Context: an optimization exercise on an open-source flow, tuned for a short achievable clock period and few clock cycles per item. The choices shown serve that exercise and are no tape-out recipe.
In this exercise RTL edits were held to simulation tests only and were not proved equivalent to the original.
Power is estimated from default activity; no workload was simulated.

==> module agc_amux, before the edit <==
module agc_amux
(
  input  agc_isa_pkg::agc_word_t word,
  input  agc_isa_pkg::agc_word_t if_one,
  input  agc_isa_pkg::agc_word_t if_zero,
  output agc_isa_pkg::agc_word_t a_d
);
  always_comb
    for (int i = 0; i < 16; i++)
      a_d[i] = word[i] ? if_one[i] : if_zero[i];
endmodule
==> module agc_execute, before the edit <==
module agc_execute
(
  input  logic        raw_clk,
  input  logic        button_reset,
  input  logic        fetched,      
  input  logic        operand,      
  input  logic        two_cycle,    
  input  logic        busy,         
  input  agc_isa_pkg::agc_word_t rom_data,
  input  logic        fixed_load,
  input  agc_isa_pkg::agc_word_t word,     
  output agc_isa_pkg::agc_word_t reg_a,    
  output logic        show_ca,
  output logic        show_cs,
  output logic        show_mask,
  output logic        show_a,
  output logic        show_sum,
  output agc_isa_pkg::agc_word_t sum_e
);
  agc_isa_pkg::agc_word_t a_q;
  logic        ca_q;
  logic        cs_q;
  logic        mask_q;
  logic        show_a_q;
  logic        show_sum_q;
  logic        ad_e;                 
  logic [14:0] ad_p0_q;              
  logic        ad_g0_q;
  logic [14:0] ad_g2_q;
  logic [14:0] ad_p2_q;
  logic [14:0] ad_p0;
  logic        ad_g0;
  logic [14:0] ad_g2;
  logic [14:0] ad_p2;
  agc_isa_pkg::agc_word_t sum;
  agc_isa_pkg::agc_word_t a_oper;
  agc_isa_pkg::agc_word_t a_keep;
  agc_isa_pkg::agc_word_t ex_one;
  agc_isa_pkg::agc_word_t ex_zero;
  agc_isa_pkg::agc_word_t if_one;
  agc_isa_pkg::agc_word_t if_zero;
  agc_isa_pkg::agc_word_t a_d;
  logic        oper_load;
  agc_ones_add u_add (
    .a (a_q),
    .b (rom_data),
    .s (sum)
  );
  always_comb
  begin
    a_oper = '0;
    if (ca_q)
      a_oper = rom_data;
    if (cs_q)
      a_oper = {1'b0, ~rom_data[14:0]};
    if (mask_q)
      a_oper = {1'b0, a_q[14:0] & rom_data[14:0]};
  end
  always_comb
  begin
    if (busy)
      a_keep = sum;
    else if (operand)
      a_keep = a_oper;
    else if (show_sum_q)
      a_keep = sum_e;
    else
      a_keep = a_q;
  end
  always_comb
  begin
    case (rom_data[14:12])
      3'd2:                                       
      begin
        ex_one  = a_q + 1'b1;
        ex_zero = a_q + 1'b1;
      end
      3'd4:                                       
      begin
        ex_one  = 16'h0000;
        ex_zero = 16'h7fff;
      end
      3'd6:                                       
      begin
        ex_one  = a_q;
        ex_zero = a_q;
      end
      3'd7:                                       
      begin
        ex_one  = {1'b0, a_q[14:0]};
        ex_zero = 16'h0000;
      end
      default:                                    
      begin
        ex_one  = 16'hffff;
        ex_zero = 16'h0000;
      end
    endcase
  end
  assign if_one  = two_cycle ? ex_one : a_keep;
  assign if_zero = two_cycle ? ex_zero : a_keep;
  agc_amux u_amux (
    .word    (word),
    .if_one  (if_one),
    .if_zero (if_zero),
    .a_d     (a_d)
  );
  agc_add_first u_ad_first (
    .a     (a_q),
    .b     (word),
    .p0    (ad_p0),
    .g0_14 (ad_g0),
    .g2    (ad_g2),
    .p2    (ad_p2)
  );
  agc_add_rest u_ad_rest (
    .p0    (ad_p0_q),
    .g0_14 (ad_g0_q),
    .g2    (ad_g2_q),
    .p2    (ad_p2_q),
    .s     (sum_e)
  );
  assign ad_e      = two_cycle & (rom_data[14:12] == 3'd6);
  assign oper_load = fetched & fixed_load;
  always_ff @(posedge raw_clk)
  begin
    if (!button_reset)
    begin
      a_q      <= '0;
      ca_q     <= 1'b0;
      cs_q     <= 1'b0;
      mask_q   <= 1'b0;
      show_a_q <= 1'b1;
      show_sum_q <= 1'b0;
      ad_p0_q  <= '0;
      ad_g0_q  <= 1'b0;
      ad_g2_q  <= '0;
      ad_p2_q  <= '0;
    end
    else
    begin
      a_q      <= a_d;
      ca_q     <= oper_load & (rom_data[14:12] == 3'd3);
      cs_q     <= oper_load & (rom_data[14:12] == 3'd4);
      mask_q   <= oper_load & (rom_data[14:12] == 3'd7);
      show_a_q <= (~oper_load | (rom_data[14:12] == 3'd6)) & ~ad_e;
      show_sum_q <= ad_e;
      ad_p0_q  <= ad_p0;
      ad_g0_q  <= ad_g0;
      ad_g2_q  <= ad_g2;
      ad_p2_q  <= ad_p2;
    end
  end
  assign reg_a     = a_q;
  assign show_ca   = ca_q;
  assign show_cs   = cs_q;
  assign show_mask = mask_q;
  assign show_a    = show_a_q;
  assign show_sum  = show_sum_q;
endmodule
Settings: LEC_CHECK=0, CAP_MARGIN=20, CORE_MARGIN=2, CORE_UTILIZATION=33, PLACE_DENSITY=0.48, SETUP_SLACK_MARGIN=3.0, SLEW_MARGIN=20, SYNTH_HIERARCHICAL=1; clock period 6.0 ns.
run.sh (not shown) runs the stock make flow with config.mk's settings and CLKGATE_MAP_FILE= SYNTH_SCRIPT=/design/flow/synth_recipe.tcl, a recipe that flattens the netlist after the stock synthesis.
Testbench counts at the start, summed over its fixed seeds: cycles 38,349, instructions 24,000.
Edit:
--- a/flow/design.v
+++ b/flow/design.v
@@ -302,20 +302,21 @@
     for (int i = 0; i < 16; i++)
       reg_a[i] = rom_data[i] ? hi[i] : lo[i];
   end
 endmodule
 module agc_amux
 (
+  input  logic        button_reset,
   input  agc_isa_pkg::agc_word_t word,
   input  agc_isa_pkg::agc_word_t if_one,
   input  agc_isa_pkg::agc_word_t if_zero,
   output agc_isa_pkg::agc_word_t a_d
 );
   always_comb
     for (int i = 0; i < 16; i++)
-      a_d[i] = word[i] ? if_one[i] : if_zero[i];
+      a_d[i] = word[i] ? (button_reset & if_one[i]) : (button_reset & if_zero[i]);
 endmodule
 module agc_execute
 (
   input  logic        raw_clk,
   input  logic        button_reset,
   input  logic        fetched,      
@@ -413,12 +414,13 @@
       end
     endcase
   end
   assign if_one  = two_cycle ? ex_one : a_keep;
   assign if_zero = two_cycle ? ex_zero : a_keep;
   agc_amux u_amux (
+    .button_reset (button_reset),
     .word    (word),
     .if_one  (if_one),
     .if_zero (if_zero),
     .a_d     (a_d)
   );
   agc_add_first u_ad_first (
@@ -436,38 +438,37 @@
     .p2    (ad_p2_q),
     .s     (sum_e)
   );
   assign ad_e      = two_cycle & (rom_data[14:12] == 3'd6);
   assign oper_load = fetched & fixed_load;
   always_ff @(posedge raw_clk)
+    a_q <= a_d;
+  always_ff @(posedge raw_clk)
+  begin
+    ad_p0_q <= ad_p0;
+    ad_g0_q <= ad_g0;
+    ad_g2_q <= ad_g2;
+    ad_p2_q <= ad_p2;
+  end
+  always_ff @(posedge raw_clk)
   begin
     if (!button_reset)
     begin
-      a_q      <= '0;
-      ca_q     <= 1'b0;
-      cs_q     <= 1'b0;
-      mask_q   <= 1'b0;
-      show_a_q <= 1'b1;
+      ca_q       <= 1'b0;
+      cs_q       <= 1'b0;
+      mask_q     <= 1'b0;
+      show_a_q   <= 1'b1;
       show_sum_q <= 1'b0;
-      ad_p0_q  <= '0;
-      ad_g0_q  <= 1'b0;
-      ad_g2_q  <= '0;
-      ad_p2_q  <= '0;
     end
     else
     begin
-      a_q      <= a_d;
-      ca_q     <= oper_load & (rom_data[14:12] == 3'd3);
-      cs_q     <= oper_load & (rom_data[14:12] == 3'd4);
-      mask_q   <= oper_load & (rom_data[14:12] == 3'd7);
-      show_a_q <= (~oper_load | (rom_data[14:12] == 3'd6)) & ~ad_e;
+      ca_q       <= oper_load & (rom_data[14:12] == 3'd3);
+      cs_q       <= oper_load & (rom_data[14:12] == 3'd4);
+      mask_q     <= oper_load & (rom_data[14:12] == 3'd7);
+      show_a_q   <= (~oper_load | (rom_data[14:12] == 3'd6)) & ~ad_e;
       show_sum_q <= ad_e;
-      ad_p0_q  <= ad_p0;
-      ad_g0_q  <= ad_g0;
-      ad_g2_q  <= ad_g2;
-      ad_p2_q  <= ad_p2;
     end
   end
   assign reg_a     = a_q;
   assign show_ca   = ca_q;
   assign show_cs   = cs_q;
   assign show_mask = mask_q;
Effect:
- worst setup slack improved by 0.084 ns
- count of clock-buffer cells in the layout goes down by 19
- maximum frequency increases by 2.3%
- power grows by 2.1%
- area after synthesis shrinks by 0.39%
- synthesized cell count is about the same
- flip-flop and latch count does not change
- cell area hardly moves
- routed wire length came out higher by 0.73%
Testbench counts after the change, summed over its fixed seeds: cycles 38,349, instructions 24,000.

[afterwards: timing with drivers on the ports]
No port has a modelled driver above. Below, the same layouts with a new extraction and two added sets of constraints. Step 1, drivers: a clkbuf_16 drives raw_clk and a buf_2 each remaining input, both assumed. Step 2 also shifts input and output timing later by t, the mid clock arrival at the registers, as if the neighbouring blocks saw the same clock. a / b / c = ideal / step 1 / step 2; a / b = the first two.
run | t (ns) | setup slack, ns | worst setup path at the end
the first run | 0.930 | 2.252 / 2.275 / 1.360 | input to register
the second run | 0.947 | 2.335 / 2.291 / 1.404 | input to register
After both steps every run listed still meets setup and hold. For the second run, which loses most, drivers alone change the setup slack by -0.044 ns; drivers and shift together by -0.931 ns.
